This is an optimization exercise on Yosys and OpenROAD, whose aim is small area, a short achievable clock period and few clock cycles, not a production implementation.
Function was checked by simulation only, so behaviour that the tests miss may differ from the original.

## flow/design.v

```verilog
package m3c_pkg;
  localparam int DIM = 3;
  localparam int CELLS = DIM * DIM;
  localparam int ADDR_W = $clog2(CELLS);
  localparam int IDX_W = 2;
  localparam int VAL_W = 32;
  localparam int KIND_W = 2;
  localparam int OP_W = 3;
  localparam int STEP_W = $clog2(2 * DIM);
  localparam int QUEUE_DEPTH = 2;
  localparam int QPTR_W = $clog2(QUEUE_DEPTH);
  localparam int QCNT_W = $clog2(QUEUE_DEPTH + 1);
  localparam logic [KIND_W-1:0] KIND_LOAD_A = 2'd0;
  localparam logic [KIND_W-1:0] KIND_LOAD_B = 2'd1;
  localparam logic [KIND_W-1:0] KIND_COMPUTE = 2'd2;
  localparam logic [OP_W-1:0] OP_ADD = 3'd0;
  localparam logic [OP_W-1:0] OP_SUB = 3'd1;
  localparam logic [OP_W-1:0] OP_AB = 3'd2;
  localparam logic [OP_W-1:0] OP_BA = 3'd3;
  localparam logic [OP_W-1:0] OP_COMM = 3'd4;
  localparam logic [OP_W-1:0] OP_ANTI = 3'd5;
  typedef struct packed {
    logic [KIND_W-1:0]       kind;
    logic [IDX_W-1:0]        row;
    logic [IDX_W-1:0]        col;
    logic signed [VAL_W-1:0] value;
  } cmd_word_t;
  typedef struct packed {
    logic [IDX_W-1:0]        out_row;
    logic [IDX_W-1:0]        out_col;
    logic signed [VAL_W-1:0] out_value;
    logic                    last;
  } res_word_t;
  typedef struct packed {
    logic [KIND_W-1:0] kind;
    logic [ADDR_W-1:0] addr;
    logic [VAL_W-1:0]  value;
  } queue_entry_t;
endpackage
module m3c_ram #(
  parameter int WIDTH = 32,
  parameter int DEPTH = 9
) (
  input  logic                     clk,
  input  logic                     we,
  input  logic [$clog2(DEPTH)-1:0] waddr,
  input  logic [WIDTH-1:0]         wdata,
  input  logic [$clog2(DEPTH)-1:0] raddr,
  output logic [WIDTH-1:0]         rdata
);
  logic [WIDTH-1:0] mem [0:DEPTH-1];
  always_ff @(posedge clk) begin
    if (we) begin
      mem[waddr] <= wdata;
    end
    rdata <= mem[raddr];
  end
endmodule
module m3c_queue (
  input  logic                  clk,
  input  logic                  rst,
  input  logic                  push,
  input  m3c_pkg::queue_entry_t push_entry,
  output logic                  full,
  output logic                  valid,
  output m3c_pkg::queue_entry_t head,
  input  logic                  pop
);
  logic [m3c_pkg::KIND_W+m3c_pkg::ADDR_W+m3c_pkg::VAL_W-1:0] entries [0:m3c_pkg::QUEUE_DEPTH-1];
  logic [m3c_pkg::QPTR_W-1:0] wr_ptr;
  logic [m3c_pkg::QPTR_W-1:0] rd_ptr;
  logic [m3c_pkg::QCNT_W-1:0] count;
  assign full = (count == m3c_pkg::QCNT_W'(m3c_pkg::QUEUE_DEPTH));
  assign valid = (count != '0);
  assign head = entries[rd_ptr];
  always_ff @(posedge clk) begin
    if (push) begin
      entries[wr_ptr] <= push_entry;
    end
  end
  always_ff @(posedge clk) begin
    if (rst) begin
      wr_ptr <= '0;
      rd_ptr <= '0;
      count <= '0;
    end else begin
      if (push) begin
        wr_ptr <= (wr_ptr == m3c_pkg::QPTR_W'(m3c_pkg::QUEUE_DEPTH - 1)) ? '0 : wr_ptr + 1'b1;
      end
      if (pop) begin
        rd_ptr <= (rd_ptr == m3c_pkg::QPTR_W'(m3c_pkg::QUEUE_DEPTH - 1)) ? '0 : rd_ptr + 1'b1;
      end
      if (push && !pop) begin
        count <= count + 1'b1;
      end else if (pop && !push) begin
        count <= count - 1'b1;
      end
    end
  end
endmodule
module m3c_front (
  input  logic                  cmd_valid,
  output logic                  cmd_stall,
  input  m3c_pkg::cmd_word_t    cmd_data,
  input  logic                  q_full,
  output logic                  push,
  output m3c_pkg::queue_entry_t push_entry
);
  logic is_load;
  logic in_range;
  logic keep;
  always_comb begin
    is_load = (cmd_data.kind == m3c_pkg::KIND_LOAD_A) || (cmd_data.kind == m3c_pkg::KIND_LOAD_B);
    in_range = (int'(cmd_data.row) < m3c_pkg::DIM) && (int'(cmd_data.col) < m3c_pkg::DIM);
    keep = (is_load && in_range) || (cmd_data.kind == m3c_pkg::KIND_COMPUTE);
    cmd_stall = q_full;
    push = cmd_valid && !q_full && keep;
    push_entry.kind = cmd_data.kind;
    push_entry.addr = m3c_pkg::ADDR_W'(cmd_data.row) * m3c_pkg::ADDR_W'(m3c_pkg::DIM) + m3c_pkg::ADDR_W'(cmd_data.col);
    push_entry.value = cmd_data.value;
  end
endmodule
module m3c_back (
  input  logic                    clk,
  input  logic                    rst,
  input  logic [m3c_pkg::OP_W-1:0] operation,
  input  logic                    q_valid,
  input  m3c_pkg::queue_entry_t   q_head,
  output logic                    q_pop,
  output logic                    res_valid,
  input  logic                    res_stall,
  output m3c_pkg::res_word_t      res_data
);
  localparam logic [1:0] ST_IDLE = 2'd0;
  localparam logic [1:0] ST_START = 2'd1;
  localparam logic [1:0] ST_ISSUE = 2'd2;
  localparam logic [1:0] ST_DRAIN = 2'd3;
  typedef struct packed {
    logic valid;
    logic ew;
    logic sub;
    logic neg;
    logic first;
    logic fin;
  } stage_tag_t;
  logic [1:0]        state;
  logic [m3c_pkg::IDX_W-1:0]  row_i;
  logic [m3c_pkg::IDX_W-1:0]  col_j;
  logic [m3c_pkg::STEP_W-1:0] step;
  stage_tag_t        s1;
  stage_tag_t        s2;
  stage_tag_t        tag;
  logic [m3c_pkg::VAL_W-1:0]  prod;
  logic [m3c_pkg::VAL_W-1:0]  acc;
  logic [m3c_pkg::VAL_W-1:0]  acc_base;
  logic [m3c_pkg::VAL_W-1:0]  acc_sum;
  logic              ew;
  logic              second_pass;
  logic              pass_ba;
  logic [m3c_pkg::STEP_W-1:0] last_step;
  logic [m3c_pkg::STEP_W-1:0] k;
  logic [m3c_pkg::ADDR_W-1:0] addr_ij;
  logic [m3c_pkg::ADDR_W-1:0] addr_ik;
  logic [m3c_pkg::ADDR_W-1:0] addr_kj;
  logic [m3c_pkg::ADDR_W-1:0] a_raddr;
  logic [m3c_pkg::ADDR_W-1:0] b_raddr;
  logic [m3c_pkg::VAL_W-1:0]  a_rdata;
  logic [m3c_pkg::VAL_W-1:0]  b_rdata;
  logic              a_we;
  logic              b_we;
  logic              commit;
  logic              last_elem;
  always_comb begin
    ew = !((operation == m3c_pkg::OP_AB) || (operation == m3c_pkg::OP_BA) ||
           (operation == m3c_pkg::OP_COMM) || (operation == m3c_pkg::OP_ANTI));
    unique case (operation)
      m3c_pkg::OP_AB, m3c_pkg::OP_BA: last_step = m3c_pkg::STEP_W'(m3c_pkg::DIM - 1);
      m3c_pkg::OP_COMM, m3c_pkg::OP_ANTI: last_step = m3c_pkg::STEP_W'(2 * m3c_pkg::DIM - 1);
      default: last_step = '0;
    endcase
    second_pass = (int'(step) >= m3c_pkg::DIM);
    pass_ba = (operation == m3c_pkg::OP_BA) || second_pass;
    k = second_pass ? step - m3c_pkg::STEP_W'(m3c_pkg::DIM) : step;
    addr_ij = m3c_pkg::ADDR_W'(row_i) * m3c_pkg::ADDR_W'(m3c_pkg::DIM) + m3c_pkg::ADDR_W'(col_j);
    addr_ik = m3c_pkg::ADDR_W'(row_i) * m3c_pkg::ADDR_W'(m3c_pkg::DIM) + m3c_pkg::ADDR_W'(k);
    addr_kj = m3c_pkg::ADDR_W'(k) * m3c_pkg::ADDR_W'(m3c_pkg::DIM) + m3c_pkg::ADDR_W'(col_j);
    if (ew) begin
      a_raddr = addr_ij;
      b_raddr = addr_ij;
    end else if (pass_ba) begin
      a_raddr = addr_kj;
      b_raddr = addr_ik;
    end else begin
      a_raddr = addr_ik;
      b_raddr = addr_kj;
    end
    tag.valid = (state == ST_ISSUE);
    tag.ew = ew;
    tag.sub = (operation == m3c_pkg::OP_SUB);
    tag.neg = (operation == m3c_pkg::OP_COMM) && second_pass;
    tag.first = (step == '0);
    tag.fin = (step == last_step);
  end
  assign q_pop = (state == ST_IDLE) && q_valid;
  assign a_we = q_pop && (q_head.kind == m3c_pkg::KIND_LOAD_A);
  assign b_we = q_pop && (q_head.kind == m3c_pkg::KIND_LOAD_B);
  m3c_ram #(
    .WIDTH(m3c_pkg::VAL_W),
    .DEPTH(m3c_pkg::CELLS)
  ) u_a_store (
    .clk   (clk),
    .we    (a_we),
    .waddr (q_head.addr),
    .wdata (q_head.value),
    .raddr (a_raddr),
    .rdata (a_rdata)
  );
  m3c_ram #(
    .WIDTH(m3c_pkg::VAL_W),
    .DEPTH(m3c_pkg::CELLS)
  ) u_b_store (
    .clk   (clk),
    .we    (b_we),
    .waddr (q_head.addr),
    .wdata (q_head.value),
    .raddr (b_raddr),
    .rdata (b_rdata)
  );
  assign commit = s2.valid && s2.fin;
  assign last_elem = (row_i == m3c_pkg::IDX_W'(m3c_pkg::DIM - 1)) && (col_j == m3c_pkg::IDX_W'(m3c_pkg::DIM - 1));
  always_comb begin
    acc_base = s2.first ? '0 : acc;
    acc_sum = s2.neg ? acc_base - prod : acc_base + prod;
  end
  always_ff @(posedge clk) begin
    if (s1.valid) begin
      if (s1.ew) begin
        prod <= s1.sub ? a_rdata - b_rdata : a_rdata + b_rdata;
      end else begin
        prod <= a_rdata * b_rdata;
      end
    end
    if (s2.valid) begin
      acc <= acc_sum;
    end
    if (commit) begin
      res_data.out_row <= row_i;
      res_data.out_col <= col_j;
      res_data.out_value <= $signed(acc_sum);
      res_data.last <= last_elem;
    end
  end
  always_ff @(posedge clk) begin
    if (rst) begin
      state <= ST_IDLE;
      row_i <= '0;
      col_j <= '0;
      step <= '0;
      s1 <= '0;
      s2 <= '0;
      res_valid <= 1'b0;
    end else begin
      s1 <= tag;
      s2 <= s1;
      if (res_valid && !res_stall) begin
        res_valid <= 1'b0;
      end
      if (commit) begin
        res_valid <= 1'b1;
      end
      unique case (state)
        ST_IDLE: begin
          if (q_pop && (q_head.kind == m3c_pkg::KIND_COMPUTE)) begin
            row_i <= '0;
            col_j <= '0;
            state <= ST_START;
          end
        end
        ST_START: begin
          if (!res_valid || !res_stall) begin
            step <= '0;
            state <= ST_ISSUE;
          end
        end
        ST_ISSUE: begin
          if (step == last_step) begin
            state <= ST_DRAIN;
          end else begin
            step <= step + 1'b1;
          end
        end
        ST_DRAIN: begin
          if (commit) begin
            if (last_elem) begin
              state <= ST_IDLE;
            end else begin
              if (col_j == m3c_pkg::IDX_W'(m3c_pkg::DIM - 1)) begin
                col_j <= '0;
                row_i <= row_i + 1'b1;
              end else begin
                col_j <= col_j + 1'b1;
              end
              state <= ST_START;
            end
          end
        end
        default: state <= ST_IDLE;
      endcase
    end
  end
endmodule
module matrix3_add_mul_commutator_top (
  input  logic                    clk,
  input  logic                    rst,
  input  logic                    cfg_we,
  input  logic [m3c_pkg::OP_W-1:0] cfg_wdata,
  input  logic                    cmd_valid,
  output logic                    cmd_stall,
  input  m3c_pkg::cmd_word_t      cmd_data,
  output logic                    res_valid,
  input  logic                    res_stall,
  output m3c_pkg::res_word_t      res_data
);
  logic [m3c_pkg::OP_W-1:0] operation;
  logic            push;
  m3c_pkg::queue_entry_t    push_entry;
  logic            q_full;
  logic            q_valid;
  m3c_pkg::queue_entry_t    q_head;
  logic            q_pop;
  always_ff @(posedge clk) begin
    if (rst) begin
      operation <= m3c_pkg::OP_ADD;
    end else if (cfg_we) begin
      operation <= cfg_wdata;
    end
  end
  m3c_front u_front (
    .cmd_valid  (cmd_valid),
    .cmd_stall  (cmd_stall),
    .cmd_data   (cmd_data),
    .q_full     (q_full),
    .push       (push),
    .push_entry (push_entry)
  );
  m3c_queue u_queue (
    .clk        (clk),
    .rst        (rst),
    .push       (push),
    .push_entry (push_entry),
    .full       (q_full),
    .valid      (q_valid),
    .head       (q_head),
    .pop        (q_pop)
  );
  m3c_back u_back (
    .clk       (clk),
    .rst       (rst),
    .operation (operation),
    .q_valid   (q_valid),
    .q_head    (q_head),
    .q_pop     (q_pop),
    .res_valid (res_valid),
    .res_stall (res_stall),
    .res_data  (res_data)
  );
endmodule
```

## flow/run.sh

```bash
#!/bin/bash
# synth_recipe.tcl (not shown) runs the flow's synth.tcl, then flattens the netlist and writes it again
# the make line also repeats each setting of config.mk as NAME=value (left out here)
make -C /OpenROAD-flow-scripts/flow DESIGN_CONFIG=/design/flow/config.mk WORK_HOME=/design/flow/orfs CLKGATE_MAP_FILE= SYNTH_SCRIPT=/design/flow/synth_recipe.tcl finish
```

## flow/config.mk

```make
export PLATFORM = sky130hd
export DESIGN_NAME = matrix3_add_mul_commutator_top
export DESIGN_NICKNAME = matrix3_add_mul_commutator_top
export VERILOG_FILES = /design/flow/design.v
export SDC_FILE = /design/flow/constraint.sdc
export NUM_CORES = 4
export LEC_CHECK = 0
export CAP_MARGIN = 20
export CORE_MARGIN = 2
export CORE_UTILIZATION = 40
export SLEW_MARGIN = 20
```

## flow/constraint.sdc

```tcl
create_clock -name core_clock -period 9.0 [get_ports {clk}]
set_input_delay 1.8000 -clock core_clock [delete_from_list [all_inputs] [get_ports {clk}]]
set_output_delay 1.8000 -clock core_clock [all_outputs]
set_load 0.01 [all_outputs]
```

==> impl_metrics.py <==
metrics = {
    "status": {
        "outcome": "finished clean",
    },
    "finish": {
        "ff_latch_area_um2": 24500,
        "n_fill_cell": 11495,
        "syn2layout_area_growth_pct": 11.3,
        "final_area_um2": 57300,
        "utilization_pct": 44.9,
        "fin_cells": 5782,
        "finalNetCount": 4716,
        "layout-drive-gt1-share_pct": 10.1,
        "multiInputGateArea_um2": 24800,
    },
    "synthesis": {
        "yosys.area.top_type": "edfxtp_1",
        "synthArstFlopShare_pct": 0,
        "synth_cell_types": 87,
        "synth_edf_count": 753,
        "synth_top_area_share_pct": 44.0,
        "netlist_top_cells_count": "edfxtp_1, inv_1, fa_1, nand2_1, and2_1",
        "ys_ff_latch": 845,
        "syn-cell-area_um2": 51400,
        "netlist_instances": 3971,
        "ys.flop_type": "edfxtp_1",
        "seq_area_frac_synth_pct": 47.5,
        "syn_nets": 4643,
        "ys_warn_count": 5,
        "syn_area_per_cell_um2": 13.0,
        "synth_most_common_cell": "edfxtp_1",
        "synthTopCellsByArea": "edfxtp_1, fa_1, mux4_2",
    },
    "clock_tree": {
        "cts.sinks": 845,
        "post_cts_buffers": 0,
        "holdBufCountCts": 0,
        "clockBufferDepth": 3,
        "cts_root_buf": "clkbuf_16",
        "numCtsBuffers": 88,
        "post_cts_resized": 0,
        "tritoncts": "done",
        "htree_levels": 3,
        "clk_pin_slew_ns": 0.06,
        "clock_latency_ns": 0.69,
    },
    "die": {
        "boundaryPins": 85,
        "num_rows": 131,
        "dieArea_um2": 131000,
        "initial_utilization_pct": 40.3,
        "dieWidth_um": 363,
        "die_y_um": 363,
        "core_region_area_um2": 128000,
    },
    "place": {
        "dp_hpwl_mm": 87.9,
        "preCtsSetupSlack_ns": 1.38,
        "gp_congestion": 0.927,
        "placed_cell_area_um2": 54400,
        "io_buffer_count": 84,
        "post-place-cells": 5616,
    },
    "critical_path": {
        "path_max_fanout": 20,
        "slowest_stage": "dfxtp_1",
        "critical_path.endpoint_type": "flip-flop",
        "cpMostUsedCell": "fa_1",
        "worst-path-buf-inv": 3,
        "path_class": "reg -> reg",
        "slowest_delay_ns": 0.89,
        "crit_chain": "buf_4 > and2_1 > fa_1 > inv_1 > fa_1 > fa_1 > fa_1 > inv_1 > ha_1 > ha_1 > fa_1 > fa_1 > ha_1 > a21o_1 > a22o_1 > a211oi_1 > a21oi_1 > a31oi_1 > o211ai_1 > a31oi_1 > xnor2_1 > mux2i_1",
        "worst_ep_arrival_time_ns": 8.10,
        "cp-start-kind": "flip-flop",
        "cp_top_family": "adder cells",
        "cp.required_ns": 9.41,
    },
    "global_routing": {
        "grt_use_total_pct": 19.5,
        "grt_max_degree": 65,
        "grt_antenna_before_repair": 3,
        "grt_pass1_wl_mm": 193,
        "grt_overflow_total": 0,
        "grt_pass1_vias": 31334,
    },
    "detailed_routing": {
        "drc_errors": 0,
        "wirelength_mm": 127,
        "via_count": 30207,
        "vias_per_cell": 5.22,
        "wl_per_cell_um": 22.0,
        "initialDrtViolationCount": 2228,
        "drtPass1Iterations": 5,
        "drtAntennaViolNets": 0,
    },
    "timing": {
        "max_slew_margin_pct": 19.0,
        "max_freq_ghz": 0.130,
        "fin_skew_ns": 0.0533,
        "hold_slack_ns": 0.437,
        "hold_viol": 0,
        "setup_viol": 0,
        "fin_crit_ns": 7.69,
        "fin_setup_tns_ns": 0,
        "rsz0062_at_grt": "no",
        "worst_slack_ns": 1.31,
        "period_share_pct": 85.4,
        "worst_pin_slew_ns": 1.21,
        "drv_slew": 0,
    },
    "run": {
        "cap_violations": 0,
    },
    "worst_hold_path": {
        "min_path_type": "reg -> reg",
    },
}
==> cells by family (layout without fill, tap and decap cells) <==
family                   count (synthesis)  in the layout  share of synthesized area, %
flip-flops                             845            845                          47.5
AO/OA/AOI/OAI                          422            422                          5.13
other                                    0              2                             0
AND/OR/NAND/NOR                       1007           1007                          9.86
multiplexers                           245            245                          7.97
buffers and inverters                  621            768                          4.68
adder cells (fa/ha/maj)                626            626                          21.3
XOR/XNOR                               205            205                          3.51
==> state kept, by name (all words and copies together), names as in the netlist, 3 cells and up, named ones only <==
name	count
operation	3
u_back.acc	32
u_back.prod	32
u_back.res_data	37
u_back.s1	6
u_back.s2	4
u_back.step	3
u_back.u_a_store.mem	288
u_back.u_a_store.rdata	32
u_back.u_b_store.mem	288
u_back.u_b_store.rdata	32
u_queue.entries	76
==> worst reg2reg max path, delay by kind of cell (launching register included) <==
family,cells,cell delay [ns]
multiplexers,1,0.09
AO/OA/AOI/OAI,7,2.03
AND/OR/NAND/NOR,1,0.18
buffers and inverters,3,0.46
XOR/XNOR,1,0.14
flip-flops,1,0.89
adder cells (fa/ha/maj),9,3.68
==> path summary, 6_finish.rpt <==
check | from | end | slack (ns) | cells after the start
max | u_back.u_b_store.rdata[2] | u_back.prod[31] | 1.31 | 22
min | u_back.s1[1] | u_back.s2[1] | 0.44 | 1
max reg2reg | u_back.u_b_store.rdata[2] | u_back.prod[31] | 1.31 | 22
min reg2reg | u_back.s1[1] | u_back.s2[1] | 0.44 | 1
==> cells in the final DEF (no fill, tap or decap), types with 18 or more instances in the layout <==
cell type and instances:
clkinv_1 18, nand2_1 330, ha_1 210, nor2b_1 50
buf_4 75, and2_1 320, o21a_1 21, nor3_1 33
dfxtp_1 88, mux2_2 36, mux2i_1 79, mux4_2 128
a211oi_1 19, clkbuf_16 89, edfxtp_1 753, clkbuf_1 21
nor2_1 150, xnor2_1 162, nand3_1 23, o21ai_1 37
o21ai_0 50, inv_1 444, clkdlybuf4s50_1 84, xor2_1 42
fa_1 416, a21oi_1 160, a21o_1 35, nor2_4 19
==> layer usage <==
metal  global-route usage, %  wire, um  part of all wire, %
met5                       0        14                0.011
met4                    5.09      3140                  2.5
met3                    3.16      6840                  5.4
met2                    33.1     62500                   49
met1                    25.9     54500                   43
==> cell type report <==
cell class / count / share of cell area, %
clock buffers: 114 / 4.12
diodes: 2 / 0.00874
clock inverters: 50 / 0.867
flip-flops and latches: 845 / 42.7
multi-input cells: 2505 / 43.3
inverters: 445 / 2.92
well taps: 1662 / 3.63
repair buffers: 159 / 2.45
Testbench counts, summed over its fixed seeds: cycles 14,301.

[re-timing with driven ports]
Ports are ideal in the flow. The routed layout listed here was re-timed in OpenROAD.
Step 1, drivers: a clkbuf_16 drives clk and a buf_2 each remaining input, both assumed.
Step 2 also shifts input and output timing later by t, the mid clock arrival at the registers, as if the neighbouring blocks saw the same clock.
Three values: ideal, step 1, step 2; two values: the first two.
t (ns): 0.736
setup WS [ns]: 1.311 / 1.311 / 1.311
worst setup path after step 2: register to register
After both steps setup and hold are still met in this run. The setup slack of this run moves by 0.000 ns with the drivers and by 0.000 ns with both steps.
